This is an optimization exercise on Yosys and OpenROAD, whose aim is small area and a short achievable clock period, not a production implementation.
Only simulation tests tie the RTL to the original design; equivalence was not proved.
Power and IR drop assume default switching activity.

==> flow/design.v <==
package wasm_pkg;
    localparam int addr_w       = 12;
    localparam int window_bytes = 8;
    localparam int func_max     = 16;
    localparam int stack_depth  = 8;
    localparam int func_idx_w   = $clog2(func_max);
    localparam int ret_ptr_w    = $clog2(stack_depth) + 1;
    localparam logic [63:0] wasm_magic_version = 64'h0000_0001_6d73_6100;
    localparam logic [7:0] sec_type  = 8'h01;
    localparam logic [7:0] sec_start = 8'h08;
    localparam logic [7:0] sec_code  = 8'h0a;
    localparam logic [7:0] op_unreachable = 8'h00;
    localparam logic [7:0] op_nop         = 8'h01;
    localparam logic [7:0] op_end         = 8'h0b;
    localparam logic [7:0] op_call        = 8'h10;
    localparam logic [7:0] op_drop        = 8'h1a;
    localparam logic [7:0] op_local_get   = 8'h20;
    localparam logic [7:0] op_local_set   = 8'h21;
    localparam logic [7:0] op_local_tee   = 8'h22;
    localparam logic [7:0] op_i32_const   = 8'h41;
    localparam logic [7:0] op_i32_eqz     = 8'h45;
    localparam logic [7:0] op_i32_eq      = 8'h46;
    localparam logic [7:0] op_i32_ne      = 8'h47;
    localparam logic [7:0] op_i32_lt_s    = 8'h48;
    localparam logic [7:0] op_i32_lt_u    = 8'h49;
    localparam logic [7:0] op_i32_gt_s    = 8'h4a;
    localparam logic [7:0] op_i32_gt_u    = 8'h4b;
    localparam logic [7:0] op_i32_le_s    = 8'h4c;
    localparam logic [7:0] op_i32_le_u    = 8'h4d;
    localparam logic [7:0] op_i32_ge_s    = 8'h4e;
    localparam logic [7:0] op_i32_ge_u    = 8'h4f;
    localparam logic [7:0] op_i32_add     = 8'h6a;
    localparam logic [7:0] op_i32_sub     = 8'h6b;
    localparam logic [7:0] op_i32_and     = 8'h71;
    localparam logic [7:0] op_i32_or      = 8'h72;
    localparam logic [7:0] op_i32_shl     = 8'h74;
    localparam logic [7:0] op_i32_shr_s   = 8'h75;
    localparam logic [7:0] op_i32_shr_u   = 8'h76;
    localparam logic [7:0] op_i32_rotl    = 8'h77;
    localparam logic [7:0] op_i32_rotr    = 8'h78;
    typedef enum logic [4:0] {
        alu_add  = 5'd0,
        alu_sub  = 5'd1,
        alu_and  = 5'd2,
        alu_or   = 5'd3,
        alu_eqz  = 5'd5,  
        alu_eq   = 5'd6,
        alu_lt_u = 5'd7,
        alu_gt_u = 5'd8,
        alu_le_u = 5'd9,
        alu_ge_u = 5'd10,
        alu_lt_s = 5'd11,
        alu_gt_s = 5'd12,
        alu_le_s = 5'd13,
        alu_ge_s = 5'd14,
        alu_ne   = 5'd15,
        alu_shl  = 5'd16,
        alu_shrs = 5'd17,
        alu_shru = 5'd18,
        alu_rotl = 5'd19,
        alu_rotr = 5'd20
    } alu_op_e;
    typedef enum logic [1:0] {
        src_alu   = 2'b00,
        src_imm   = 2'b10,
        src_local = 2'b11
    } push_src_e;
    typedef struct packed {
        logic       push_num;
        logic [3:0] pop_num;
        push_src_e  push_src;
        alu_op_e    alu_op;
    } stack_ctrl_t;
    typedef struct packed {
        logic [3:0] param_num;
        logic       result_num;
    } sig_t;
    typedef struct packed {
        logic [addr_w-1:0] entry_addr;
        logic [7:0]        local_size;
    } func_entry_t;
    typedef struct packed {
        sig_t              sig;
        logic [7:0]        local_size;
        logic [addr_w-1:0] ret_addr;
    } call_frame_t;
endpackage
`timescale 1ns/1ns
import wasm_pkg::*;
module entry_table #(
    parameter int width = 5
) (
    input  logic                  clk,
    input  logic                  wr_en,
    input  logic [func_idx_w-1:0] wr_idx,
    input  logic [width-1:0]      wr_data,
    input  logic [func_idx_w-1:0] rd_idx,
    output logic [width-1:0]      rd_data
);
    logic [width-1:0] mem [func_max];
    always_ff @(posedge clk) begin
        if (wr_en) begin
            mem[wr_idx] <= wr_data;
        end
    end
    logic [width-1:0] grp [func_max/4];
    always_comb begin
        rd_data = '0;
        for (int g = 0; g < func_max / 4; g++) begin
            case (rd_idx[1:0])
                2'd0:    grp[g] = mem[4*g];
                2'd1:    grp[g] = mem[4*g+1];
                2'd2:    grp[g] = mem[4*g+2];
                default: grp[g] = mem[4*g+3];
            endcase
            rd_data = rd_data | (grp[g] & {width{rd_idx[3:2] == 2'(g)}});
        end
    end
endmodule
`timescale 1ns/1ns
import wasm_pkg::*;
module opcode_decode (
    input  logic [7:0]            opcode,
    output wasm_pkg::stack_ctrl_t ctrl,
    output logic                  has_leb  
);
    always_comb begin
        ctrl    = '0;
        has_leb = 1'b0;
        case (opcode)
            op_drop: ctrl.pop_num = 4'd1;
            op_i32_eqz: begin
                ctrl.pop_num  = 4'd1;
                ctrl.push_num = 1'b1;
                ctrl.alu_op   = alu_eqz;
            end
            op_i32_const: begin
                ctrl.push_num = 1'b1;
                ctrl.push_src = src_imm;
                has_leb       = 1'b1;
            end
            op_local_get: begin
                ctrl.push_num = 1'b1;
                ctrl.push_src = src_local;
                has_leb       = 1'b1;
            end
            op_local_set: begin
                ctrl.pop_num = 4'd1;
                has_leb      = 1'b1;
            end
            op_local_tee: has_leb = 1'b1;
            op_i32_eq:    begin ctrl.pop_num = 4'd2; ctrl.push_num = 1'b1; ctrl.alu_op = alu_eq;   end
            op_i32_ne:    begin ctrl.pop_num = 4'd2; ctrl.push_num = 1'b1; ctrl.alu_op = alu_ne;   end
            op_i32_lt_s:  begin ctrl.pop_num = 4'd2; ctrl.push_num = 1'b1; ctrl.alu_op = alu_lt_s; end
            op_i32_lt_u:  begin ctrl.pop_num = 4'd2; ctrl.push_num = 1'b1; ctrl.alu_op = alu_lt_u; end
            op_i32_gt_s:  begin ctrl.pop_num = 4'd2; ctrl.push_num = 1'b1; ctrl.alu_op = alu_gt_s; end
            op_i32_gt_u:  begin ctrl.pop_num = 4'd2; ctrl.push_num = 1'b1; ctrl.alu_op = alu_gt_u; end
            op_i32_le_s:  begin ctrl.pop_num = 4'd2; ctrl.push_num = 1'b1; ctrl.alu_op = alu_le_s; end
            op_i32_le_u:  begin ctrl.pop_num = 4'd2; ctrl.push_num = 1'b1; ctrl.alu_op = alu_le_u; end
            op_i32_ge_s:  begin ctrl.pop_num = 4'd2; ctrl.push_num = 1'b1; ctrl.alu_op = alu_ge_s; end
            op_i32_ge_u:  begin ctrl.pop_num = 4'd2; ctrl.push_num = 1'b1; ctrl.alu_op = alu_ge_u; end
            op_i32_add:   begin ctrl.pop_num = 4'd2; ctrl.push_num = 1'b1; ctrl.alu_op = alu_add;  end
            op_i32_sub:   begin ctrl.pop_num = 4'd2; ctrl.push_num = 1'b1; ctrl.alu_op = alu_sub;  end
            op_i32_and:   begin ctrl.pop_num = 4'd2; ctrl.push_num = 1'b1; ctrl.alu_op = alu_and;  end
            op_i32_or:    begin ctrl.pop_num = 4'd2; ctrl.push_num = 1'b1; ctrl.alu_op = alu_or;   end
            op_i32_shl:   begin ctrl.pop_num = 4'd2; ctrl.push_num = 1'b1; ctrl.alu_op = alu_shl;  end
            op_i32_shr_s: begin ctrl.pop_num = 4'd2; ctrl.push_num = 1'b1; ctrl.alu_op = alu_shrs; end
            op_i32_shr_u: begin ctrl.pop_num = 4'd2; ctrl.push_num = 1'b1; ctrl.alu_op = alu_shru; end
            op_i32_rotl:  begin ctrl.pop_num = 4'd2; ctrl.push_num = 1'b1; ctrl.alu_op = alu_rotl; end
            op_i32_rotr:  begin ctrl.pop_num = 4'd2; ctrl.push_num = 1'b1; ctrl.alu_op = alu_rotr; end
            default: ;
        endcase
    end
endmodule
`timescale 1ns/1ns
import wasm_pkg::*;
module return_stack (
    input  logic              clk,
    input  logic              rst_n,
    input  logic              push,
    input  logic [addr_w-1:0] push_addr,
    input  logic              pop,
    output logic [addr_w-1:0] top_addr,
    output logic              last_frame
);
    logic [addr_w-1:0]    stk [stack_depth];
    logic [ret_ptr_w-1:0] depth;
    always_ff @(posedge clk or negedge rst_n) begin
        if (!rst_n) begin
            depth <= '0;
        end else if (push) begin
            depth <= depth + 1'b1;
        end else if (pop) begin
            depth <= depth - 1'b1;
        end
    end
    always_ff @(posedge clk) begin
        if (push) begin
            stk[depth[ret_ptr_w-2:0]] <= push_addr;
        end
    end
    logic [ret_ptr_w-2:0] top;
    logic [addr_w-1:0]    half [2];
    assign top = (ret_ptr_w-1)'(depth - 1'b1);
    always_comb begin
        top_addr = '0;
        for (int h = 0; h < 2; h++) begin
            case (top[1:0])
                2'd0:    half[h] = stk[4*h];
                2'd1:    half[h] = stk[4*h+1];
                2'd2:    half[h] = stk[4*h+2];
                default: half[h] = stk[4*h+3];
            endcase
            top_addr = top_addr | (half[h] & {addr_w{top[2] == 1'(h)}});
        end
    end
    assign last_frame = (depth == ret_ptr_w'(1));  
endmodule
`timescale 1ns/1ns
import wasm_pkg::*;
module wasm_ctrl_top (
    input  logic                      clk,
    input  logic                      rst_n,
    input  logic [addr_w-1:0]         read_pointer,
    input  logic [window_bytes*8-1:0] window,
    output logic [7:0]                advance,
    output logic                      jump_en,
    output logic [addr_w-1:0]         jump_addr,
    output logic [11:0]               stack_ctrl,  
    output logic [31:0]               imm,
    output logic                      call_en,
    output logic [24:0]               call_frame,  
    output logic                      ret_en,
    output logic                      finish,
    output logic                      instr_error
);
    logic s_header, s_sec_head, s_skip;
    logic s_size_t, s_size_s, s_size_c, s_vec_t, s_vec_s, s_vec_c;
    logic s_par, s_res, s_code_len, s_code_decl, s_loc, s_run;
    logic s_leb;  
    logic                  finish_q;
    logic                  error_q;
    logic [func_idx_w-1:0] vec_cnt;
    logic [func_idx_w-1:0] vec_last;
    logic [func_idx_w-1:0] start_idx;
    logic [func_idx_w:0]   sig_hwm;    
    logic [addr_w-1:0]     body_end;
    logic [7:0]            decl_left;
    logic                  locals_done;  
    logic [7:0]            local_acc;
    logic [7:0] b0, b1;
    assign b0 = window[7:0];
    assign b1 = window[15:8];
    logic        c0, c01, c012, c0123;
    logic [2:0]  hd_cnt;      
    logic [2:0]  hd_cnt_p1;   
    logic [11:0] hd_val;
    assign c0    = window[7];
    assign c01   = c0 & window[15];
    assign c012  = c01 & window[23];
    assign c0123 = c012 & window[31];
    assign hd_cnt    = {c012, c0 & !c012, !c0 | (c01 & !c012) | c0123};
    assign hd_cnt_p1 = {c01, !c01 | c0123, (c0 & !c01) | (c012 & !c0123)};
    assign hd_val    = {c0 ? b1[4:0] : 5'd0, b0[6:0]};
    logic       d1, d12, d123, d1234;
    logic [2:0] op_len;      
    assign d1    = window[15];
    assign d12   = d1 & window[23];
    assign d123  = d12 & window[31];
    assign d1234 = d123 & window[39];
    assign op_len = {d12, !d12 | d1234, (d1 & !d12) | (d123 & !d1234)};
    assign imm = {d1234 ? window[43:40] : 4'd0,
                  d123  ? window[38:32] : 7'd0,
                  d12   ? window[30:24] : 7'd0,
                  d1    ? window[22:16] : 7'd0,
                  window[14:8]};
    logic [11:0] leb_end;  
    assign leb_end = read_pointer + hd_val + {9'd0, hd_cnt};
    logic [7:0] opcode;
    assign opcode = b0;
    logic       op_is_call, op_is_end, op_is_unr, op_has_leb;
    wasm_pkg::stack_ctrl_t dec_ctrl;
    assign op_is_call = (opcode == op_call);
    assign op_is_end  = (opcode == op_end);
    assign op_is_unr  = (opcode == op_unreachable);
    opcode_decode u_dec (.opcode(opcode), .ctrl(dec_ctrl), .has_leb(op_has_leb));
    logic magic, vec_at_last;
    assign magic       = (window == wasm_magic_version);
    assign vec_at_last = (vec_cnt == vec_last);
    logic [func_idx_w-1:0] rd_idx;
    assign rd_idx = s_run ? window[11:8] : start_idx;
    logic [func_max-1:0] ent_valid, sig_valid;
    always_comb begin
        for (int i = 0; i < func_max; i++) begin
            ent_valid[i] = 1'b0;
            sig_valid[i] = 1'b0;
            for (int j = i; j < func_max; j++) begin
                if (vec_last == func_idx_w'(j)) ent_valid[i] = 1'b1;
                if (sig_hwm == 5'(j + 1))      sig_valid[i] = 1'b1;
            end
            if (sig_hwm[func_idx_w]) sig_valid[i] = 1'b1;
        end
    end
    logic [4:0]  sig_rd;
    logic [19:0] ent_rd;
    logic        sig_ok, ent_ok;
    assign sig_ok = sig_valid[rd_idx];
    assign ent_ok = ent_valid[rd_idx];
    entry_table #(.width(4)) par_tab (
        .clk, .wr_en(s_par), .wr_idx(vec_cnt), .wr_data(window[11:8]),
        .rd_idx, .rd_data(sig_rd[4:1])
    );
    entry_table #(.width(1)) res_tab (
        .clk, .wr_en(s_res), .wr_idx(vec_cnt), .wr_data(window[0]),
        .rd_idx, .rd_data(sig_rd[0])
    );
    entry_table #(.width(20)) ent_tab (
        .clk, .wr_en(s_loc & locals_done), .wr_idx(vec_cnt), .wr_data({read_pointer, local_acc}),
        .rd_idx, .rd_data(ent_rd)
    );
    logic [addr_w-1:0] ret_top;
    logic              ret_last;
    logic [addr_w-1:0] ret_sum, ret_addr;
    assign ret_sum  = read_pointer + addr_w'(op_len);
    assign ret_addr = s_run ? ret_sum : '0;  
    return_stack u_ret (
        .clk, .rst_n, .push(call_en), .push_addr(ret_addr), .pop(ret_en),
        .top_addr(ret_top), .last_frame(ret_last)
    );
    logic launch, bypass;
    assign launch = s_loc & locals_done & vec_at_last;
    assign bypass = (start_idx == vec_cnt);
    always_comb begin
        advance = 8'd0;
        if (s_leb)                advance = {5'd0, hd_cnt};
        if (s_loc)                advance = {5'd0, hd_cnt_p1};
        if (s_sec_head)           advance = 8'd1;
        if (s_header && magic)    advance = 8'd8;
        if (s_par)                advance = b1 + 8'd2;
        if (s_res)                advance = b0 + 8'd1;
        if (s_run)                advance = op_has_leb ? {5'd0, op_len} : 8'd1;
    end
    assign jump_en = s_skip | (s_loc & locals_done) | (s_run & (op_is_call | (op_is_end & !ret_last)));
    assign call_en = launch | (s_run & op_is_call);
    assign ret_en  = s_run & op_is_end & !ret_last;
    logic [addr_w-1:0] ent_addr;
    assign ent_addr = ent_ok ? ent_rd[19:8] : '0;
    always_comb begin
        if (s_skip)                      jump_addr = leb_end;
        else if (s_loc && !vec_at_last)  jump_addr = body_end;
        else if (s_loc && bypass)        jump_addr = read_pointer;
        else if (s_run && !window[4])    jump_addr = ret_top;  
        else                             jump_addr = ent_addr;
    end
    logic [7:0] frame_ls;
    assign frame_ls = (s_loc && bypass) ? local_acc : (ent_ok ? ent_rd[7:0] : 8'd0);
    assign call_frame = {sig_ok ? sig_rd : 5'd0, frame_ls, ret_addr};
    assign stack_ctrl  = s_run ? dec_ctrl : '0;
    assign finish      = finish_q;
    assign instr_error = error_q;
    logic known_t, known_s, known_c;
    assign known_t = (b0 == sec_type);
    assign known_s = (b0 == sec_start);
    assign known_c = (b0 == sec_code);
    logic n_size_t, n_size_s, n_size_c, n_vec_t, n_vec_s, n_vec_c, n_code_len, n_code_decl;
    assign n_size_t    = s_sec_head & known_t;
    assign n_size_s    = s_sec_head & known_s;
    assign n_size_c    = s_sec_head & known_c;
    assign n_vec_t     = s_size_t;
    assign n_vec_s     = s_size_s;
    assign n_vec_c     = s_size_c;
    assign n_code_len  = s_vec_c | (s_loc & locals_done & !vec_at_last);
    assign n_code_decl = s_code_len;
    always_ff @(posedge clk or negedge rst_n) begin
        if (!rst_n) begin
            s_header    <= 1'b1;
            s_sec_head  <= 1'b0;
            s_skip      <= 1'b0;
            s_size_t    <= 1'b0;
            s_size_s    <= 1'b0;
            s_size_c    <= 1'b0;
            s_vec_t     <= 1'b0;
            s_vec_s     <= 1'b0;
            s_vec_c     <= 1'b0;
            s_par       <= 1'b0;
            s_res       <= 1'b0;
            s_code_len  <= 1'b0;
            s_code_decl <= 1'b0;
            s_loc       <= 1'b0;
            s_run       <= 1'b0;
            s_leb       <= 1'b0;
            finish_q    <= 1'b0;
            error_q     <= 1'b0;
            start_idx   <= '0;
            sig_hwm     <= '0;
        end else begin
            s_header    <= 1'b0;
            s_sec_head  <= (s_header & magic) | s_skip | s_vec_s | (s_res & vec_at_last);
            s_skip      <= s_sec_head & !(known_t | known_s | known_c);
            s_size_t    <= n_size_t;
            s_size_s    <= n_size_s;
            s_size_c    <= n_size_c;
            s_vec_t     <= n_vec_t;
            s_vec_s     <= n_vec_s;
            s_vec_c     <= n_vec_c;
            s_par       <= s_vec_t | (s_res & !vec_at_last);
            s_res       <= s_par;
            s_code_len  <= n_code_len;
            s_code_decl <= n_code_decl;
            s_loc       <= s_code_decl | (s_loc & !locals_done);
            s_run       <= launch | (s_run & !op_is_unr & !(op_is_end & ret_last));
            s_leb       <= n_size_t | n_size_s | n_size_c | n_vec_t | n_vec_s | n_vec_c |
                           n_code_len | n_code_decl;
            if (s_header && !magic) error_q <= 1'b1;
            if (s_run && op_is_unr) begin
                error_q  <= 1'b1;
                finish_q <= 1'b1;
            end
            if (s_run && op_is_end && ret_last) finish_q <= 1'b1;
            if (s_vec_s) start_idx <= b0[3:0];
            if (s_res && {1'b0, vec_cnt} == sig_hwm) sig_hwm <= sig_hwm + 1'b1;
        end
    end
    always_ff @(posedge clk) begin
        if (s_vec_t || s_vec_s || s_vec_c) begin
            vec_cnt  <= '0;
            vec_last <= b0[3:0] - 4'd1;
        end else if (s_res || (s_loc && locals_done)) begin
            vec_cnt <= vec_cnt + 1'b1;
        end
        if (s_code_len) begin
            body_end  <= leb_end;
            local_acc <= '0;
        end else if (s_loc && !locals_done) begin
            local_acc <= local_acc + hd_val[7:0];
        end
        if (s_code_decl) begin
            decl_left   <= hd_val[7:0];
            locals_done <= (hd_val[7:0] == 8'd0);
        end else if (s_loc && !locals_done) begin
            decl_left   <= decl_left - 8'd1;
            locals_done <= (decl_left == 8'd1);
        end
    end
endmodule
==> flow/flow/run.sh <==
#!/bin/bash
set -euo pipefail
export BUFFER_PORTS_ARGS="-buffer_cell sky130_fd_sc_hd__buf_2"
bash standard.sh > standard_flow.log 2>&1
==> flow/standard.sh <==
#!/bin/bash
# synth_recipe.tcl (not shown) runs the flow's synth.tcl, then flattens the netlist and writes it again
# the make line also repeats each setting of config.mk as NAME=value (left out here)
make -C /OpenROAD-flow-scripts/flow DESIGN_CONFIG=/design/flow/config.mk WORK_HOME=/design/flow/orfs CLKGATE_MAP_FILE= SYNTH_SCRIPT=/design/flow/synth_recipe.tcl "${@:-finish}"
==> flow/config.mk <==
export PLATFORM = sky130hd
export DESIGN_NAME = wasm_ctrl_top
export DESIGN_NICKNAME = wasm_ctrl_top
export VERILOG_FILES = /design/flow/design.v
export SDC_FILE = /design/flow/constraint.sdc
export NUM_CORES = 4
export LEC_CHECK = 0
export ABC_AREA = 1
export CAP_MARGIN = 20
export CORE_MARGIN = 2
export CORE_UTILIZATION = 60
export CTS_BUF_LIST = sky130_fd_sc_hd__clkbuf_16
export CTS_CLUSTER_DIAMETER = 70
export CTS_CLUSTER_SIZE = 22
export SETUP_SLACK_MARGIN = 2.5
export SLEW_MARGIN = 20
==> flow/constraint.sdc <==
create_clock -name core_clock -period 8.0 [get_ports {clk}]
set_input_delay 1.6000 -clock core_clock [delete_from_list [all_inputs] [get_ports {clk}]]
set_output_delay 1.6000 -clock core_clock [all_outputs]
set_load 0.01 [all_outputs]
==> results of run 1 <==
## metal layers
layer,routed length (um),global-route usage,part of all wire,up-vias
met5,10,0,0.00013,-
met4,2970,0.128,0.038,2
li1,-,-,-,9052
met2,35500,0.529,0.46,1175
met3,8380,0.0626,0.11,186
met1,30500,0.473,0.39,9672
## logic make-up (layout without fill, tap and decap cells)
| group | count (synthesis) | in the layout | share of synthesized area |
|---|---|---|---|
| and+or+nand+nor | 1195 | 1199 | 0.193 |
| DFF | 564 | 564 | 0.639 |
| xor gates and xnor gates | 29 | 29 | 0.00974 |
| adders and majority gates | 58 | 58 | 0.0296 |
| buffers and inverters | 328 | 545 | 0.0545 |
| other | 1 | 4 | 0.000144 |
| AOI/OAI and AO/OA | 344 | 344 | 0.0735 |
## report_power, final
group	internal (mW)	switching [mW]	total (mW)	leakage, nW
Sequential	3.42	0.190	3.61	5.18
Clock	0.859	0.981	1.84	0.510
Combinational	0.693	1.50	2.19	6.14
Total	4.97	2.67	7.64	11.8
## worst max-delay path by stage
stage | start | end | slack [ns] | cells past startpoint
global placement | window[15] | call_frame[8] | 1.19 | 16
detailed placement | window[15] | call_frame[8] | 0.99 | 16
floorplan | window[15] | call_frame[8] | 2.54 | 13
CTS | window[15] | imm[21] | 2.34 | 22
finish | window[7] | jump_addr[9] | 2.42 | 15
global route | window[23] | jump_addr[9] | 2.34 | 16
## stage by stage
stage / area (sq um) / utilization
after global placement: 27500 / 0.640
after detailed placement: 27500 / 0.640
after floorplan: 26100 / -
after global routing: 30100 / 0.700
final: 30100 / 0.700
after CTS: 29400 / 0.683
## area by class of cell
class / instances / area (sq um)
tap: 585 / 732
timing repair buffer: 274 / 2090
antenna: 1 / 2.50
inverter: 223 / 862
clock inverter: 11 / 128
multi-input combinational: 1633 / 8680
clock buffer: 37 / 926
fill: 3224 / 12900
sequential: 564 / 16700
## what timing repair did
| item | in CTS | in global routing |
|---|---|---|
| setup buffers | 44 | 12 |
| pin swaps | 24 | 34 |
| gates resized for setup | 113 | 124 |
| hold buffers | 0 | 0 |
| gates cloned | 4 | 4 |
| setup endpoints to repair | 39 | 41 |
## registers in the layout (all words and copies together) (netlist names), 5 cells and up
| register | cells |
|---|---|
| ent_tab.mem | 320 |
| u_ret.stk | 96 |
| par_tab.mem | 64 |
| res_tab.mem | 16 |
| body_end | 12 |
| decl_left | 8 |
| local_acc | 8 |
| sig_hwm | 5 |
## critical path: cells and delay by family
kind                       cells  cell delay [ns]
xor gates and xnor gates       1             0.18
AOI/OAI and AO/OA              2             0.31
buffers and inverters          5             0.55
adders and majority gates      3             1.05
and+or+nand+nor                4             0.27
## Yosys cell counts, types with 7 or more instances
cell type	n
o22ai_1	7
dfrtp_1	30
o21ai_0	136
o211ai_1	14
nand2_1	721
inv_1	219
nor3_1	29
ha_1	52
nor4_1	10
nand3_1	158
nor2_1	179
clkbuf_1	39
dfxtp_1	12
nand4_1	67
o21ai_1	32
a31oi_1	11
o2111ai_1	7
xor2_1	19
buf_4	29
a21oi_1	106
edfxtp_1	521
xnor2_1	10
buf_2	28
==> run notes, run 1 <==
* Global placer's final weighted congestion at 0.889
* Total count of max-transition violations in the final report at 0
* Number of enable flip-flop cells after synthesis at 521
* Chain of cells forming the critical path: buf_8, inv_8, nor2_4, fa_1, ha_4, inv_2, fa_2, inv_2, a21oi_2, nor2_1, nor2_1, xor2_1, nor2_1, a21oi_2, buf_2
* Number of buffers created by CTS at 35
* Horizontal extent of the die at 212 um
* 1st-iter DRT viols at 2115
* Startpoint-to-endpoint class of the critical path: in2out
* Endpoint with the worst hold slack: s_vec_c
* Number of distinct standard cells referenced by the synthesized netlist at 59
* Reported max-cap violation count at 0
* Area of the core at 43000 sq um
* Final setup margin at 2.42 ns
* Syn Std Cell Area at 26100 sq um
* Slew @ Worst Pin at 0.900 ns
* Synthesis warning total at 10
* Primary flip-flop cell chosen by synthesis mapping: edfxtp_1
* Area leader, netlist: edfxtp_1
* Async set or reset register ratio after synthesis at 0.0550
* Ports placed on the boundary at 172
* Crit Reg-Reg Startpoint: vec_cnt[2]
* Worst hold slack at 0.387 ns
* Final count of negative-setup-slack endpoints at 0
* Number of endpoints with negative hold slack in the final report at 0
* CP peak stage delay at 0.54 ns
* Commonest cells after routing, fill and taps aside: 706 x nand2_1, 521 x edfxtp_1, 207 x inv_1, 155 x nand3_1, 142 x buf_2
* Startpoint of the lowest-slack hold path: s_size_c
* Maximum ir drop on the vdd rail at 0.249 mV
* Post-DRT Antenna Nets at 0
* Congestion Overflow GR at 0
* Placed Instances at 3215
* Row count at 76
* DR DRC count at 0
* Area Overhead vs Synth at 15.4%
* Worst min path class: reg2reg
* Vias per inst at 6.04
* Slew Limit Headroom at 0.400
* Tcrit/Tclk final at 0.697
* Final Instance Count excl. Fillers at 3328
* Cell at the root of the clock tree: clkbuf_16
* Post-Place Worst Slack at 0.990 ns
* Detailed Route WL at 77400 um
* Category of the worst setup path capture point: output pin
* Cells taking the most area after synthesis: edfxtp_1 60%, nand2_1 10%, inv_1 3.2%
* Skew-Pair Late Insertion Delay at 0.58 ns
* Count of buffers from port buffering at 169
* Highest-delay cell along the critical path: fa_1
* Antenna violations before repair at 2
* HPWL Detailed at 46300 um
* Sinks on Clock Net at 564
* Layout cells sized above 1 at 0.173
* Vias in the first global route at 19006
* Routed len/inst at 23.3 um
* Maximum number of pins on one net before global-route repair at 81
* Maximum frequency from static timing analysis at 179 MHz
* Most repeated library cell on the critical path: nor2_1
* Worst flop-to-flop path endpoint: u_ret.stk[5][2]
* Register area share after synthesis at 0.639
* Clock tree from TritonCTS: built
* Overall Power at 7.64 mW
* Run status: finished clean
* Die area at 45100 sq um
* Clock period minus final worst setup slack at 5.58 ns
* Number of cells produced by synthesis at 2519
* Worst-case register-to-register setup slack at 4.96 ns
* Clock Skews at 0.0203 ns
* Detailed-routing iteration count for the pre-antenna-repair pass at 5
* Vias after detailed routing at 20087
* Number of buffers on the longest clock path at 3
* Top cell type's share of synthesized area at 0.600
* Die boundary height at 212 um
* Pwr per Cell Area at 254 nW/um^2
* Setup repair after global routing missed its margin: true
* Most common library cell in the layout ignoring fill and taps: nand2_1
* Initial Utilization at 0.607
* Post-layout nets at 2867
* Synth Area per Inst at 10.3 sq um
* Path depth of the worst reg2reg path at 7
* Highest fanout seen on the critical path at 10
* Global-route wire length before repair at 112000 um
* Post-route setup TNS at 0 ns
* Clock Pin Slew Worst Setup and Hold Paths at 0.08 ns
* Flops & latches, synth at 564
* Leakage at 11.8 nW
* Startpoint kind of the worst setup timing path: input pin
* Data required, critical path at 6.40 ns
* CP Data Arrival Time at 3.98 ns
* Total routing resource utilization after global routing at 0.337
* Number of H-tree branching levels at 2
* Instance count along the most critical hold path at 0
==> inputs of run 2 (changes only) <==
==> flow/flow/run.sh (replaced) <==
#!/bin/bash
set -euo pipefail
export BUFFER_PORTS_ARGS="-buffer_cell sky130_fd_sc_hd__buf_1"
bash standard.sh > standard_flow.log 2>&1
--- a/flow/config.mk
+++ b/flow/config.mk
@@ -9,8 +9,8 @@
 export CAP_MARGIN = 20
 export CORE_MARGIN = 2
 export CORE_UTILIZATION = 60
-export CTS_BUF_LIST = sky130_fd_sc_hd__clkbuf_16
-export CTS_CLUSTER_DIAMETER = 70
-export CTS_CLUSTER_SIZE = 22
+export CTS_BUF_LIST = sky130_fd_sc_hd__clkbuf_8
+export CTS_CLUSTER_DIAMETER = 50
+export CTS_CLUSTER_SIZE = 12
 export SETUP_SLACK_MARGIN = 2.5
 export SLEW_MARGIN = 20
==> run 2 against run 1 <==
  * Register-to-register slack better by 0.21 ns
  * Largest cell class unchanged
  * Flip-flop and latch count did not move
  * First-iteration DRC count rose by 0.95%
  * Worst hold slack lost 0.014 ns
  * Setup slack got worse by 0.046 ns
  * Largest power group unchanged
  * Highest routed layer is now met4
  * Via count grew 0.34%
  * Non-clock buffer count rose by 34
==> run notes, run 2 <==
* Final setup margin at 2.38 ns (-0.0465 ns)
* Worst min path class: reg2reg
* Largest register by flop count: ent_tab.mem
* Cells taking the most area after synthesis: edfxtp_1 60%, nand2_1 10%, inv_1 3.2%
* Top cell type's share of synthesized area at 0.600 (unchanged)
* Post-route setup TNS at 0 ns (unchanged)
* Die boundary height at 212 um (unchanged)
* Vias after detailed routing at 20156 (+0.34%)
* Post-DRT Antenna Nets at 0 (unchanged)
* Layout cells sized above 1 at 0.142 (-0.0307)
* Clock tree from TritonCTS: built
* Synth Area per Inst at 10.3 sq um (unchanged)
* Slew @ Worst Pin at 1.12 ns (+0.224 ns)
* Global placer's final weighted congestion at 0.927 (+4.3%)
* Max FFs per register at 320 (unchanged)
* Total count of max-transition violations in the final report at 0 (unchanged)
* Part of the power in combinational logic at 0.298 (+0.011)
* Data required, critical path at 6.40 ns (about the same)
* Crit path capture: jump_addr[9]
* Antenna violations before repair at 1 (-1)
* Flops & latches, synth at 564 (unchanged)
* Post-synthesis compound-gate area fraction at 0.0735 (unchanged)
* Number of H-tree branching levels at 2 (unchanged)
* Vias per inst at 5.93 (-1.8%)
* Startpoint of the lowest-slack hold path: s_size_c
* Path depth of the worst reg2reg path at 7 (unchanged)
* Register area share after synthesis at 0.639 (unchanged)
* Area of the core at 43000 sq um (unchanged)
* Tcrit/Tclk final at 0.703 (+0.00581)
* CP Data Arrival Time at 4.02 ns (+0.04 ns)
* Startpoint-to-endpoint class of the critical path: in2out
* Async set or reset register ratio after synthesis at 0.0550 (unchanged)
* Maximum ir drop on the vdd rail at 0.192 mV (-23%)
* Routed len/inst at 22.9 um (-1.6%)
* Detailed Route WL at 77900 um (+0.52%)
* Area leader, netlist: edfxtp_1
* Category of the worst setup path capture point: output pin
* Cell at the root of the clock tree: clkbuf_8
* Number of enable flip-flop cells after synthesis at 521 (unchanged)
* Final count of negative-setup-slack endpoints at 0 (unchanged)
* Highest fanout seen on the critical path at 4 (-6)
* Number of hold buffers added after cts at 0 (unchanged)
* Power Internal at 4.90 mW (-1.4%)
* Worst-case register-to-register setup slack at 5.17 ns (+0.21 ns)
* Reported max-cap violation count at 0 (unchanged)
* Number of distinct standard cells referenced by the synthesized netlist at 59 (unchanged)
* Pwr per Cell Area at 252 nW/um^2 (-0.63%)
* Post-Place Worst Slack at 0.826 ns (-0.164 ns)
* Startpoint of the worst setup timing path: read_pointer[1]
* Count of buffers from port buffering at 169 (unchanged)
* Most common library cell in the layout ignoring fill and taps: nand2_1
* Skew-Pair Late Insertion Delay at 0.68 ns (+0.10 ns)
* Row count at 76 (unchanged)
* Initial Utilization at 0.607 (unchanged)
* Clock Skews at 0.0184 ns (-0.00193 ns)
* List of most frequent post-synthesis cells: 721 x nand2_1, 521 x edfxtp_1, 219 x inv_1, 179 x nor2_1, 158 x nand3_1
* DR DRC count at 0 (unchanged)
* Fraction of synthesized area in multiplexers at 0 (unchanged)
* Switching Power at 2.67 mW (+0.19%)
* Commonest cells after routing, fill and taps aside: 704 x nand2_1, 521 x edfxtp_1, 216 x inv_1, 154 x nand3_1, 142 x nor2_1
* Part of the power in registers at 0.477 (+0.004)
* Synthesis warning total at 10 (unchanged)
* Startpoint kind of the worst setup timing path: input pin
* Post-layout nets at 2925 (+2.0%)
* Detailed-routing iteration count for the pre-antenna-repair pass at 5 (unchanged)
* Die area at 45100 sq um (unchanged)
* 1st-iter DRT viols at 2135 (+0.95%)
* Congestion Overflow GR at 0 (unchanged)
* Ports placed on the boundary at 172 (unchanged)
* Sinks on Clock Net at 564 (unchanged)
* Vias in the first global route at 19086 (+0.42%)
* Crit Reg-Reg Startpoint: vec_cnt[3]
* Relative contribution of the clock network to total power at 0.225 (-0.016)
* Share of the core filled with cells in the final layout at 0.698 (-0.00175)
* HPWL Detailed at 45000 um (-2.9%)
* Adder-cell share of the synthesized area at 0.0296 (unchanged)
* Number of cells produced by synthesis at 2519 (unchanged)
* Clock period minus final worst setup slack at 5.62 ns (+0.0465 ns)
* Clock Pin Slew Worst Setup and Hold Paths at 0.08 ns (about the same)
* Xor-xnor portion of the synthesized cell area at 0.00974 (unchanged)
* Area Overhead vs Synth at 15.1%
* Number of buffers on the longest clock path at 3 (unchanged)
* Post-synthesis simple-gate area fraction at 0.193 (unchanged)
* Slew Limit Headroom at 0.251 (-0.149)
* Syn Std Cell Area at 26100 sq um (unchanged)
* Most numerous cell in the Yosys netlist: nand2_1
* Number of buffers created by CTS at 56 (+60%)
* Total routing resource utilization after global routing at 0.344 (+0.00615)
* Primary flip-flop cell chosen by synthesis mapping: edfxtp_1
* Setup repair after global routing missed its margin: true
* Horizontal extent of the die at 212 um (unchanged)
* Combinational family with the most area after synthesis: simple AND/OR/NAND/NOR gates
* Global-route wire length before repair at 114000 um (+2.0%)
* Leakage at 11.6 nW (-2.1%)
* Worst flop-to-flop path endpoint: u_ret.stk[6][9]
* Switching power as a share of total power at 0.353 (+0.00376)
* Maximum frequency from static timing analysis at 178 MHz (-0.83%)
* Maximum number of pins on one net before global-route repair at 52 (-36%)
* Number of endpoints with negative hold slack in the final report at 0 (unchanged)
* Run status: finished clean
run 2: layer usage:
layer / share of wire / global-route usage / vias up
li1: - / - / 9184
met2: 0.46 / 0.544 / 1184
met3: 0.10 / 0.0619 / 182
met4: 0.038 / 0.130 / 0
met1: 0.40 / 0.478 / 9606
met5: 0 / 0 / -
run 2: worst max-delay path, stage by stage:
cell and delay [ns]:
buf_2 0.20, fa_1 0.57, ha_2 0.18, inv_2 0.04
fa_2 0.37, inv_2 0.11, a21oi_4 0.06, nor2_1 0.12
nor2_1 0.06, xor2_1 0.22, nor2_1 0.08, a21oi_2 0.22
buf_2 0.17
run 2: what timing repair did:
action,CTS,global route
buffers inserted,42,38
cloned,10,3
pin swaps,26,46
endpoints found under the setup margin,43,42
gates resized for setup,128,88
run 2: layout make-up:
cell class	instances	area (sq um)
clock buffers	62	853
inverters	223	857
clock inverters	20	133
fillers	3277	13000
well taps	585	732
multi-input cells	1636	8680
diodes	1	2.50
flip-flops and latches	564	16700
repair buffers	308	2090
run 2: per-stage QoR:
step | cells | area, sq um | hold slack, ns | power [mW]
after floorplan | 2521 | 26100 | 0.355 | 4.86
after global placement | 3223 | 27400 | 0.359 | 5.50
after detailed placement | 3223 | 27400 | 0.363 | 5.53
after CTS | 3357 | 29300 | 0.367 | 7.40
after global routing | 3398 | 30000 | 0.395 | 7.89
final | 3399 | 30000 | 0.373 | 7.57
run 2: logic make-up after synthesis:
family | after synthesis
simple gates | 1195
flops | 564
fa+ha+maj | 58
other cells | 1
xor+xnor | 29
buf+inv | 328
compound gates | 344
run 2: how the worst min path moves through the flow:
stage | endpoint | slack (ns) | depth (start not counted)
5_1_grt | s_vec_c | 0.40 | 0
3_5_place_dp | s_vec_c | 0.36 | 0
4_1_cts | s_vec_c | 0.37 | 0
6_report | s_vec_c | 0.37 | 0
3_3_place_gp | s_vec_t | 0.36 | 0
2_1_floorplan | s_vec_c | 0.35 | 0
run 2: power by group through the flow:
| stage | clock (mW) | sequential [mW] | combinational (mW) |
|---|---|---|---|
| after floorplan | 0 | 3.58 | 1.27 |
| after global placement | 0 | 3.66 | 1.84 |
| after detailed placement | 0 | 3.67 | 1.87 |
| after CTS | 1.72 | 3.60 | 2.08 |
| after global routing | 1.83 | 3.62 | 2.44 |
| final | 1.71 | 3.61 | 2.26 |
==> inputs of run 3 (changes only) <==
==> flow/run.sh (new file) <==
#!/bin/bash
# synth_recipe.tcl (not shown) runs the flow's synth.tcl, then flattens the netlist and writes it again
# the make line also repeats each setting of config.mk as NAME=value (left out here)
make -C /OpenROAD-flow-scripts/flow DESIGN_CONFIG=/design/flow/config.mk WORK_HOME=/design/flow/orfs CLKGATE_MAP_FILE= SYNTH_SCRIPT=/design/flow/synth_recipe.tcl finish
removed: flow/flow/run.sh
removed: flow/standard.sh
==> run 3 against run 2 <==
  * Cell count grew 0.68%
  * Non-clock buffer count rose by 34
  * Setup slack lost 0.011 ns
  * Clock power down 6%
  * Critical path depth is 4 higher
  * Routed wire length rose by 2.7%
  * Clock skew grew 0.0088 ns
  * Utilization increased by 3.0 points
  * Final area rose by 4.4%
  * Die area stayed put
  * Critical endpoint unchanged
  * Largest cell class unchanged
  * Highest routed layer is now met5
==> run notes, run 3 <==
* Run status: finished clean
* Number of enable flip-flop cells after synthesis at 521 (unchanged)
* Highest-delay cell along the critical path: fa_1
* Vias after detailed routing at 20561 (+2.0%)
* Global-route wire length before repair at 117000 um (+2.8%)
* Switching power as a share of total power at 0.355 (+0.00228)
* Row count at 76 (unchanged)
* Relative contribution of the clock network to total power at 0.210 (-0.015)
* Post-route cell area at 31300 sq um (+4.4%)
* Number of buffers on the longest clock path at 3 (unchanged)
* Primary flip-flop cell chosen by synthesis mapping: edfxtp_1
* Top cell type's share of synthesized area at 0.600 (unchanged)
* Pwr per Cell Area at 245 nW/um^2 (-3.0%)
* Power Internal at 4.94 mW (+0.87%)
* HPWL Detailed at 47700 um (+6.0%)
* Highest fanout seen on the critical path at 3 (-1)
* Tcrit/Tclk final at 0.704 (+0.00138)
* Maximum frequency from static timing analysis at 177 MHz (-0.20%)
* Horizontal extent of the die at 212 um (unchanged)
* Ports placed on the boundary at 172 (unchanged)
* Post-layout nets at 2956 (+1.1%)
* Die boundary height at 212 um (unchanged)
* Vias in the first global route at 19732 (+3.4%)
* Detailed-routing iteration count for the pre-antenna-repair pass at 5 (unchanged)
* Reported max-cap violation count at 0 (unchanged)
* Part of the power in registers at 0.469 (-0.008)
* Startpoint-to-endpoint class of the critical path: in2out
* Area Overhead vs Synth at 20.1%
* Register area share after synthesis at 0.639 (unchanged)
* Startpoint kind of the worst setup timing path: input pin
* Clock Pin Slew Worst Setup and Hold Paths at 0.08 ns (about the same)
* Flops & latches, synth at 564 (unchanged)
* Cell at the root of the clock tree: clkbuf_8
* Number of distinct standard cells referenced by the synthesized netlist at 59 (unchanged)
* Most repeated library cell on the critical path: nor2_1
* Slew Limit Headroom at 0.244 (-0.00690)
* Detailed Route WL at 79900 um (+2.7%)
* Number of cells produced by synthesis at 2519 (unchanged)
* Chain of cells forming the critical path: buf_8, nand2_4, buf_6, inv_6, nor2_4, fa_1, ha_2, inv_2, fa_2, inv_4, a21oi_4, nor2_1, nor2_1, xor2_1, nor2_1, a21oi_2, buf_2
* Number of buffers created by CTS at 55 (-1.8%)
* Placed cell area at 28500 sq um (+4.2%)
* Total routing resource utilization after global routing at 0.353 (+0.00925)
* DR DRC count at 0 (unchanged)
* Synthesis warning total at 10 (unchanged)
* Syn Std Cell Area at 26100 sq um (unchanged)
* CP Data Arrival Time at 4.03 ns (about the same)
* Number of H-tree branching levels at 2 (unchanged)
* Antenna violations before repair at 3 (+2)
* Most numerous cell in the Yosys netlist: nand2_1
* Layout cells sized above 1 at 0.163 (+0.0210)
* Async set or reset register ratio after synthesis at 0.0550 (unchanged)
* Share of the core filled with cells in the final layout at 0.729 (+0.0304)
* Cells taking the most area after synthesis: edfxtp_1 60%, nand2_1 10%, inv_1 3.2%
* Congestion Overflow GR at 0 (unchanged)
* Switching Power at 2.72 mW (+1.9%)
* Max FFs per register at 320 (unchanged)
* Clock tree from TritonCTS: built
* Setup repair after global routing missed its margin: true
* Die area at 45100 sq um (unchanged)
* Area leader, netlist: edfxtp_1
* Clock Skews at 0.0272 ns (+0.00881 ns)
* Worst min path class: reg2reg
* Part of the power in combinational logic at 0.321 (+0.023)
* Skew-Pair Late Insertion Delay at 0.70 ns (+0.02 ns)
* Global placer's final weighted congestion at 0.924 (-0.31%)
* Final count of negative-setup-slack endpoints at 0 (unchanged)
* Post-DRT Antenna Nets at 0 (unchanged)
* Data required, critical path at 6.40 ns (about the same)
* Category of the worst setup path capture point: output pin
* Initial Utilization at 0.607 (unchanged)
* 1st-iter DRT viols at 2232 (+4.5%)
* Post-route setup TNS at 0 ns (unchanged)
* Synth Area per Inst at 10.3 sq um (unchanged)
* Routed len/inst at 23.4 um (+2.0%)
* CP peak stage delay at 0.43 ns (-0.14 ns)
* Area of the core at 43000 sq um (unchanged)
* Sinks on Clock Net at 564 (unchanged)
* Maximum number of pins on one net before global-route repair at 37 (-29%)
* Largest register by flop count: ent_tab.mem
* Most common library cell in the layout ignoring fill and taps: nand2_1
* Clock period minus final worst setup slack at 5.63 ns (+0.0110 ns)
* Antenna cells at 0 (-1)
* Vias per inst at 6.01 (+1.3%)
* Total count of max-transition violations in the final report at 0 (unchanged)
* Maximum ir drop on the vdd rail at 0.187 mV (-2.4%)
* Number of endpoints with negative hold slack in the final report at 0 (unchanged)
* Count of buffers from port buffering at 169 (unchanged)
* Slew @ Worst Pin at 1.13 ns (+0.0103 ns)
* Commonest cells after routing, fill and taps aside: 702 x nand2_1, 521 x edfxtp_1, 206 x inv_1, 153 x nand3_1, 139 x nor2_1
* Leakage at 12.2 nW (+5.4%)
* List of most frequent post-synthesis cells: 721 x nand2_1, 521 x edfxtp_1, 219 x inv_1, 179 x nor2_1, 158 x nand3_1
[run 3: cell counts after synthesis]
No cell type changed its count.
[run 3: power by group through the flow]
stage                     sequential (mW)  combinational [mW]  clock (mW)
final                                3.60                2.46        1.61
after global routing                 3.61                2.65        1.73
after CTS                            3.59                2.32        1.62
after detailed placement             3.65                2.04           0
after global placement               3.65                2.01           0
after floorplan                      3.58                1.27           0
[run 3: worst paths after layout]
kind	cells after the start	startpoint	slack [ns]	to
hold reg to reg	0	s_size_c	0.38	s_vec_c
max in group asynchronous	1	rst_n	6.49	error_q
hold / removal	0	s_size_c	0.38	s_vec_c
setup reg to reg	7	vec_cnt[2]	5.32	u_ret.stk[4][2]
min in group asynchronous	1	rst_n	0.97	finish_q
setup / recovery	17	window[15]	2.37	jump_addr[9]
[run 3: cells by family (layout without fill, tap and decap cells)]
logic type,Yosys count,in the layout,synth area share
XOR/XNOR,29,29,0.00974
flip-flops,564,564,0.639
adder cells (fa/ha/maj),58,58,0.0296
buffers and inverters,328,639,0.0545
AO/OA/AOI/OAI,344,344,0.0735
other,1,3,0.000144
AND/OR/NAND/NOR,1195,1200,0.193
[run 3: layout make-up]
type,instances,area (sq um)
flip-flops and latches,564,16700
fillers,3064,11700
multi-input cells,1634,8820
repair buffers,342,3370
inverters,223,863
clock buffers,56,771
well taps,585,732
clock inverters,18,103
[run 3: what timing repair did]
action,4_1_cts,5_1_grt
hold buffers,0,0
resized for setup,333,99
cloned,10,4
setup buffers,69,27
pin swaps,48,34
setup endpoints to repair,58,39
[run 3: layer usage]
layer,share of wire,track usage
met1,0.38,0.484
met2,0.46,0.560
met3,0.12,0.0824
met4,0.033,0.118
met5,0.00033,0
[run 3: worst max-delay path: cells and delay by family]
family          cells  cell delay (ns)
buf+inv             6             0.56
xor+xnor            1             0.20
simple gates        5             0.44
compound gates      2             0.37
fa+ha+maj           3             0.88
[run 3: per-stage QoR]
step	power, mW	setup slack [ns]	std cells	hold WS, ns
floorplan	4.86	2.54	2521	0.355
global placement	5.65	0.758	3238	0.359
detailed placement	5.70	0.636	3238	0.369
CTS	7.53	2.43	3391	0.381
global route	7.98	2.30	3422	0.405
finish	7.67	2.37	3422	0.380
==> inputs of run 4 (changes only) <==
==> flow/flow/run.sh (new file) <==
#!/bin/bash
set -euo pipefail
export BUFFER_PORTS_ARGS="-buffer_cell sky130_fd_sc_hd__buf_2"
bash standard.sh > standard_flow.log 2>&1
==> flow/standard.sh (new file) <==
#!/bin/bash
# synth_recipe.tcl (not shown) runs the flow's synth.tcl, then flattens the netlist and writes it again
# the make line also repeats each setting of config.mk as NAME=value (left out here)
make -C /OpenROAD-flow-scripts/flow DESIGN_CONFIG=/design/flow/config.mk WORK_HOME=/design/flow/orfs CLKGATE_MAP_FILE= SYNTH_SCRIPT=/design/flow/synth_recipe.tcl "${@:-finish}"
removed: flow/run.sh
==> run 4 against run 3 <==
  * Combinational power shrank 11%
  * Clock power grew 6%
  * Critical path depth shrank 4
  * Still clean
  * Final area shrank 4.3%
  * Via count shrank 1.9%
  * Routed wire length shrank 2.9%
  * Worst hold slack gained 0.0053 ns
  * Utilization shrank 3.1 points
  * Clock skew shrank 0.0015 ns
  * First-iteration DRC count shrank 6.1%
  * Sequential share of layout area grew 2.4 points
==> run notes, run 4 <==
* Final Instance Count excl. Fillers at 3374 (-1.4%)
* Vias after detailed routing at 20163 (-1.9%)
* Syn Std Cell Area at 26100 sq um (unchanged)
* HPWL Detailed at 46300 um (-2.9%)
* Number of hold buffers added after cts at 0 (unchanged)
* Most repeated library cell on the critical path: nor2_1
* Highest fanout seen on the critical path at 20 (+17)
* CP Data Arrival Time at 4.05 ns (+0.02 ns)
* Worst-case register-to-register setup slack at 5.02 ns (-0.30 ns)
* Post-DRT Antenna Nets at 0 (unchanged)
* Register area share after synthesis at 0.639 (unchanged)
* Startpoint-to-endpoint class of the critical path: in2out
* Total count of max-transition violations in the final report at 0 (unchanged)
* Max FFs per register at 320 (unchanged)
* Number of buffers on the longest clock path at 3 (unchanged)
* Async set or reset register ratio after synthesis at 0.0550 (unchanged)
* List of most frequent post-synthesis cells: 721 x nand2_1, 521 x edfxtp_1, 219 x inv_1, 179 x nor2_1, 158 x nand3_1
* Final count of negative-setup-slack endpoints at 0 (unchanged)
* Path depth of the worst reg2reg path at 7 (unchanged)
* Clock Skews at 0.0257 ns (-0.00153 ns)
* Number of buffers created by CTS at 56 (+1.8%)
* Vias in the first global route at 19189 (-2.8%)
* Total routing resource utilization after global routing at 0.338 (-0.0152)
* Number of enable flip-flop cells after synthesis at 521 (unchanged)
* Flops & latches, synth at 564 (unchanged)
* Sinks on Clock Net at 564 (unchanged)
* Slew @ Worst Pin at 0.885 ns (-0.248 ns)
* Die boundary height at 212 um (unchanged)
* Top cell type's share of synthesized area at 0.600 (unchanged)
* Primary flip-flop cell chosen by synthesis mapping: edfxtp_1
* Clock Pin Slew Worst Setup and Hold Paths at 0.08 ns (about the same)
* Ports placed on the boundary at 172 (unchanged)
* Cells taking the most area after synthesis: edfxtp_1 60%, nand2_1 10%, inv_1 3.2%
* Highest-delay cell along the critical path: fa_1
* Detailed-routing iteration count for the pre-antenna-repair pass at 6 (+1)
* Horizontal extent of the die at 212 um (unchanged)
* Overall Power at 7.48 mW (-2.4%)
* Largest delay share family, worst path: adder cells
* Pwr per Cell Area at 250 nW/um^2 (+2.0%)
* Vias per inst at 5.98 (-0.54%)
* Largest register by flop count: ent_tab.mem
* Count of buffers from port buffering at 169 (unchanged)
* Run status: finished clean
* Antenna cells at 0 (unchanged)
* Congestion Overflow GR at 0 (unchanged)
* Number of endpoints with negative hold slack in the final report at 0 (unchanged)
* Post-Place Worst Slack at 0.990 ns (+0.354 ns)
* Area leader, netlist: edfxtp_1
* Chain of cells forming the critical path: buf_4, fa_1, ha_4, inv_2, fa_2, inv_2, a21oi_2, nor2_1, nor2_1, xor2_1, nor2_1, a21oi_2, buf_2
* Final setup margin at 2.35 ns (-0.0110 ns)
* CP peak stage delay at 0.61 ns (+0.18 ns)
* Die area at 45100 sq um (unchanged)
* Clock period minus final worst setup slack at 5.65 ns (+0.0110 ns)
* Post-route setup TNS at 0 ns (unchanged)
* Detailed Route WL at 77600 um (-2.9%)
* Maximum number of pins on one net before global-route repair at 81 (+120%)
* Skew-Pair Late Insertion Delay at 0.68 ns (-0.02 ns)
* Category of the worst setup path capture point: output pin
* Startpoint kind of the worst setup timing path: input pin
* Placed Instances at 3215 (-0.71%)
* Tcrit/Tclk final at 0.706 (+0.00137)
* Maximum ir drop on the vdd rail at 0.220 mV (+18%)
* Instance count along the most critical hold path at 0 (unchanged)
* Number of H-tree branching levels at 2 (unchanged)
* Cell count along the critical path at 13 (-4)
* Reported max-cap violation count at 0 (unchanged)
* Area Overhead vs Synth at 15.0%
* Worst min path class: reg2reg
* Most common library cell in the layout ignoring fill and taps: nand2_1
* Commonest cells after routing, fill and taps aside: 704 x nand2_1, 521 x edfxtp_1, 224 x inv_1, 155 x nand3_1, 144 x buf_2
* 1st-iter DRT viols at 2096 (-6.1%)
* Global-route wire length before repair at 113000 um (-3.9%)
* Layout cells sized above 1 at 0.179 (+0.0161)
* Most numerous cell in the Yosys netlist: nand2_1
* Cell at the root of the clock tree: clkbuf_8
* Clock tree from TritonCTS: built
* Area of the core at 43000 sq um (unchanged)
* Synth Area per Inst at 10.3 sq um (unchanged)
* Routed len/inst at 23.0 um (-1.5%)
* Leakage at 11.9 nW (-2.6%)
* Antenna violations before repair at 0 (-3)
* Share of the core filled with cells in the final layout at 0.697 (-0.0313)
* Data required, critical path at 6.40 ns (about the same)
* Worst hold slack at 0.386 ns (+0.00535 ns)
* Global placer's final weighted congestion at 0.889 (-3.8%)
* Synthesis warning total at 10 (unchanged)
* Number of buffer and inverter instances along the worst setup path at 4 (-2)
* Slew Limit Headroom at 0.410 (+0.166)
* DR DRC count at 0 (unchanged)
* Post-layout nets at 2892 (-2.2%)
* Initial Utilization at 0.607 (unchanged)
* Row count at 76 (unchanged)
* Maximum frequency from static timing analysis at 177 MHz (-0.19%)
* Number of cells produced by synthesis at 2519 (unchanged)
* Number of distinct standard cells referenced by the synthesized netlist at 59 (unchanged)
* Setup repair after global routing missed its margin: true
* Placed cell area at 27500 sq um (-3.6%)
* Post-route cell area at 30000 sq um (-4.3%)
[run 4: cell counts after synthesis]
Identical to the previous run, type by type.
[run 4: metal layers]
layer / GRT usage / up-vias / routed length, um
met5: 0 / - / 0
met4: 0.0986 / 0 / 2230
met3: 0.0619 / 157 / 7530
met2: 0.542 / 1106 / 36300
met1: 0.474 / 9769 / 31500
li1: - / 9131 / -
[run 4: worst paths after layout]
path | to | from
setup / recovery | jump_addr[9] | read_pointer[1]
hold / removal | s_vec_c | s_size_c
setup reg to reg | u_ret.stk[5][5] | vec_cnt[3]
hold reg to reg | s_vec_c | s_size_c
max in group asynchronous | s_par | rst_n
min in group asynchronous | u_ret.depth[0] | rst_n
[run 4: report_power, final]
part	total [mW]	switching [mW]	internal, mW
clock	1.70	0.978	0.720
sequential	3.61	0.189	3.42
combinational	2.18	1.49	0.690
[run 4: worst reg2reg max path: stages, from the launching register on]
cell     delay [ns]
dfxtp_1        0.70
xnor2_1        0.18
nand4_1        0.25
or2_2          0.42
nand2_2        0.17
nand2_1        0.13
nor3_2         0.51
buf_4          0.33
[run 4: kinds of logic after synthesis]
logic type               share of synthesized area
flip-flops                                   0.639
other                                     0.000144
AND/OR/NAND/NOR                              0.193
buffers and inverters                       0.0545
adder cells (fa/ha/maj)                     0.0296
XOR/XNOR                                   0.00974
AO/OA/AOI/OAI                               0.0735
[run 4: area by class of cell]
cell class	instances	area [sq um]
inverters	223	860
flip-flops and latches	564	16700
well taps	585	732
fillers	3273	13000
repair buffers	277	2030
clock inverters	35	218
multi-input cells	1634	8710
clock buffers	56	771
[run 4: repair_timing]
action	CTS	global route
setup buffers	37	23
cloned	3	5
pin swaps	21	50
gates resized for setup	106	121
setup endpoints to repair	39	42
==> inputs of run 5 (changes only) <==
--- a/flow/config.mk
+++ b/flow/config.mk
@@ -12,5 +12,5 @@
 export CTS_BUF_LIST = sky130_fd_sc_hd__clkbuf_8
 export CTS_CLUSTER_DIAMETER = 50
 export CTS_CLUSTER_SIZE = 12
-export SETUP_SLACK_MARGIN = 2.5
+export SETUP_SLACK_MARGIN = 2.25
 export SLEW_MARGIN = 20
==> run 5 against run 4 <==
  * Power decreased by 2.9%
  * Still clean
  * Critical endpoint is now call_frame[10]
  * Final area decreased by 3.3%
  * Largest power group unchanged
  * Clock skew increased by 0.0068 ns
  * Global-route usage decreased by 0.95 points
  * Critical path depth increased by 6
  * Routed wire length decreased by 4.7%
  * Largest cell class unchanged
  * Cell count decreased by 1.5%
==> run notes, run 5 <==
* 1st-iter DRT viols at 2102 (+0.29%)
* Number of buffers on the longest clock path at 3 (unchanged)
* Number of buffers created by CTS at 55 (-1.8%)
* Pwr per Cell Area at 251 nW/um^2 (+0.48%)
* Post-route setup TNS at 0 ns (unchanged)
* Placed Instances at 3213 (-0.062%)
* Chain of cells forming the critical path: buf_8, nand2_8, nor2_2, clkinv_2, o22ai_4, ha_2, inv_1, fa_2, nor2_2, o21ai_2, nor2_2, nand3_1, inv_2, nand3_1, inv_2, a21oi_1, nor3_1, buf_4, buf_2
* Register area share after synthesis at 0.639 (unchanged)
* Tcrit/Tclk final at 0.713 (+0.00706)
* Final count of negative-setup-slack endpoints at 0 (unchanged)
* Detailed-routing iteration count for the pre-antenna-repair pass at 6 (unchanged)
* Clock period minus final worst setup slack at 5.70 ns (+0.0565 ns)
* Synth Area per Inst at 10.3 sq um (unchanged)
* Cells taking the most area after synthesis: edfxtp_1 60%, nand2_1 10%, inv_1 3.2%
* Global placer's final weighted congestion at 0.923 (+3.8%)
* Number of H-tree branching levels at 2 (unchanged)
* HPWL Detailed at 45400 um (-2.1%)
* Startpoint of the lowest-slack hold path: s_size_s
* Top cell type's share of synthesized area at 0.600 (unchanged)
* Maximum number of pins on one net before global-route repair at 66 (-19%)
* Run status: finished clean
* Clock Pin Slew Worst Setup and Hold Paths at 0.08 ns (about the same)
* Area leader, netlist: edfxtp_1
* Detailed Route WL at 73900 um (-4.7%)
* Total routing resource utilization after global routing at 0.328 (-0.00948)
* Number of cells produced by synthesis at 2519 (unchanged)
* Setup repair after global routing missed its margin: true
* Area Overhead vs Synth at 11.2%
* Vias after detailed routing at 19646 (-2.6%)
* Layout cells sized above 1 at 0.148 (-0.0317)
* Instance count along the most critical hold path at 0 (unchanged)
* Final Instance Count excl. Fillers at 3323 (-1.5%)
* Number of distinct standard cells referenced by the synthesized netlist at 59 (unchanged)
* Area taken by multi-input logic gates at 8370 sq um (-3.9%)
* Sinks on Clock Net at 564 (unchanged)
* Syn Std Cell Area at 26100 sq um (unchanged)
* Ports placed on the boundary at 172 (unchanged)
* Worst flop-to-flop path endpoint: u_ret.stk[4][2]
* Clock tree from TritonCTS: built
* Count of fill cells added during filler insertion at 3413 (+4.3%)
* Cell at the root of the clock tree: clkbuf_8
* Async set or reset register ratio after synthesis at 0.0550 (unchanged)
* Most repeated library cell on the critical path: nor2_2
* Data required, critical path at 6.40 ns (about the same)
* Global-route wire length before repair at 108000 um (-3.9%)
* CP peak stage delay at 0.38 ns (-0.23 ns)
* Startpoint kind of the worst setup timing path: input pin
* Die area at 45100 sq um (unchanged)
* Flops & latches, synth at 564 (unchanged)
* Highest-delay cell along the critical path: fa_2
* Maximum frequency from static timing analysis at 175 MHz (-0.99%)
* Number of endpoints with negative hold slack in the final report at 0 (unchanged)
* Area of the core at 43000 sq um (unchanged)
* Total count of max-transition violations in the final report at 0 (unchanged)
* Count of buffers from port buffering at 169 (unchanged)
* Leakage at 11.5 nW (-3.2%)
* Crit Reg-Reg Startpoint: vec_cnt[3]
* Antenna violations before repair at 3 (+3)
* Initial Utilization at 0.607 (unchanged)
* Horizontal extent of the die at 212 um (unchanged)
* Worst-case register-to-register setup slack at 4.93 ns (-0.09 ns)
* Area used by sequential logic in the layout at 16700 sq um (unchanged)
* Clock Skews at 0.0325 ns (+0.00683 ns)
* DR DRC count at 0 (unchanged)
* Highest fanout seen on the critical path at 14 (-30%)
* Max FFs per register at 320 (unchanged)
* Startpoint-to-endpoint class of the critical path: in2out
* Synthesis warning total at 10 (unchanged)
* Most numerous cell in the Yosys netlist: nand2_1
* Primary flip-flop cell chosen by synthesis mapping: edfxtp_1
* Vias per inst at 5.91 (-1.1%)
* Post-DRT Antenna Nets at 0 (unchanged)
* Endpoint with the worst hold slack: s_vec_s
* List of most frequent post-synthesis cells: 721 x nand2_1, 521 x edfxtp_1, 219 x inv_1, 179 x nor2_1, 158 x nand3_1
* Skew-Pair Late Insertion Delay at 0.68 ns (about the same)
* Maximum ir drop on the vdd rail at 0.190 mV (-14%)
* Most common library cell in the layout ignoring fill and taps: nand2_1
* Routed len/inst at 22.3 um (-3.3%)
* Post-layout nets at 2849 (-1.5%)
* Largest register by flop count: ent_tab.mem
* Category of the worst setup path capture point: output pin
* Reported max-cap violation count at 0 (unchanged)
* Slew Limit Headroom at 0.276 (-0.133)
* Number of enable flip-flop cells after synthesis at 521 (unchanged)
* Row count at 76 (unchanged)
* Vias in the first global route at 18277 (-4.8%)
* Congestion Overflow GR at 0 (unchanged)
* Commonest cells after routing, fill and taps aside: 713 x nand2_1, 521 x edfxtp_1, 227 x inv_1, 158 x nand3_1, 157 x buf_2
* Worst min path class: reg2reg
* CP Data Arrival Time at 4.10 ns (+0.05 ns)
* Path depth of the worst reg2reg path at 7 (unchanged)
* Slew @ Worst Pin at 1.09 ns (+0.200 ns)
* Die boundary height at 212 um (unchanged)
-- run 5: cell counts after synthesis --
Identical to the previous run, type by type.
-- run 5: per-layer routing --
metal / track usage / up-vias / wire, um
li1: - / 9035 / -
met1: 0.453 / 9431 / 29800
met2: 0.521 / 1004 / 34400
met3: 0.0635 / 172 / 7270
met4: 0.121 / 4 / 2510
met5: 0 / - / 18
-- run 5: metrics by stage --
stage / setup slack, ns / area, sq um / hold slack [ns] / power, mW / utilization
5_1_grt: 2.05 / 29000 / 0.394 / 7.59 / 0.674
4_1_cts: 2.23 / 28700 / 0.376 / 7.21 / 0.667
3_5_place_dp: 1.07 / 27500 / 0.360 / 5.56 / 0.639
3_3_place_gp: 1.23 / 27500 / 0.360 / 5.52 / 0.639
2_1_floorplan: 2.40 / 26100 / 0.355 / 4.85 / -
6_report: 2.30 / 29000 / 0.375 / 7.27 / 0.674
-- run 5: how the worst max path moves through the flow --
stage,start,endpoint,slack [ns],depth (start not counted)
after floorplan,window[15],call_frame[10],2.40,15
after global placement,window[15],call_frame[8],1.23,16
after detailed placement,window[15],call_frame[8],1.07,16
after CTS,window[15],call_frame[6],2.23,16
after global routing,window[15],call_frame[10],2.05,19
final,window[15],call_frame[10],2.30,19
-- run 5: cell families (layout without fill, tap and decap cells) --
| family | Yosys count | in the layout | share of synthesized area |
|---|---|---|---|
| compound gates | 344 | 344 | 0.0735 |
| flops | 564 | 564 | 0.639 |
| simple gates | 1195 | 1199 | 0.193 |
| fa+ha+maj | 58 | 58 | 0.0296 |
| xor+xnor | 29 | 29 | 0.00974 |
| other cells | 1 | 4 | 0.000144 |
| buf+inv | 328 | 540 | 0.0545 |
-- run 5: timing repair --
action | in CTS | in global routing
hold buffers | 0 | 0
pin swaps | 7 | 14
gates cloned | 4 | 1
setup endpoints to repair | 36 | 31
setup buffers | 8 | 15
resized for setup | 52 | 43
-- run 5: layout make-up --
cell class / instances / share of cell area
clock inverter: 26 / 0.00535
antenna: 1 / 0.0000863
multi-input combinational: 1633 / 0.289
tap: 585 / 0.0253
clock buffer: 55 / 0.0261
inverter: 223 / 0.0292
timing repair buffer: 236 / 0.0504
sequential: 564 / 0.575
-- run 5: power by group --
| part | total, mW | switching, mW | internal, mW |
|---|---|---|---|
| combinational | 2.04 | 1.42 | 0.618 |
| clock | 1.63 | 0.960 | 0.669 |
| sequential | 3.60 | 0.184 | 3.42 |
| total | 7.27 | 2.56 | 4.71 |
-- run 5: critical path, delay by kind of cell --
kind            cells  cell delay [ns]
compound gates      3             0.30
fa+ha+maj           2             0.60
buf+inv             7             0.78
simple gates        7             0.82

-- what the ideal ports hide --
Ports are ideal in the flow. The routed layouts listed here were re-timed in OpenROAD. Step 1 assumes that a clkbuf_16 drives the clock port and a buf_2 every other input. Step 2 adds t to the input delays and takes it off the output delays; t is the mean of the earliest and latest rising clock arrival at the registers after step 1. Input paths then give back, and output paths get back, about the clock's delay inside the block. a / b / c = ideal / step 1 / step 2; a / b = the first two.
run	t, ns	slack for setup (ns)	latest minus earliest clock arrival (ns)
run 1	0.608	2.423 / 2.366 / 2.366	0.033 / 0.034
run 2	0.716	2.376 / 2.328 / 2.328	0.019 / 0.019
run 3	0.724	2.365 / 2.324 / 2.324	0.048 / 0.048
run 4	0.714	2.354 / 2.302 / 2.302	0.032 / 0.031
run 5	0.716	2.298 / 2.241 / 2.241	0.039 / 0.039
After both steps every run listed still meets setup and hold.
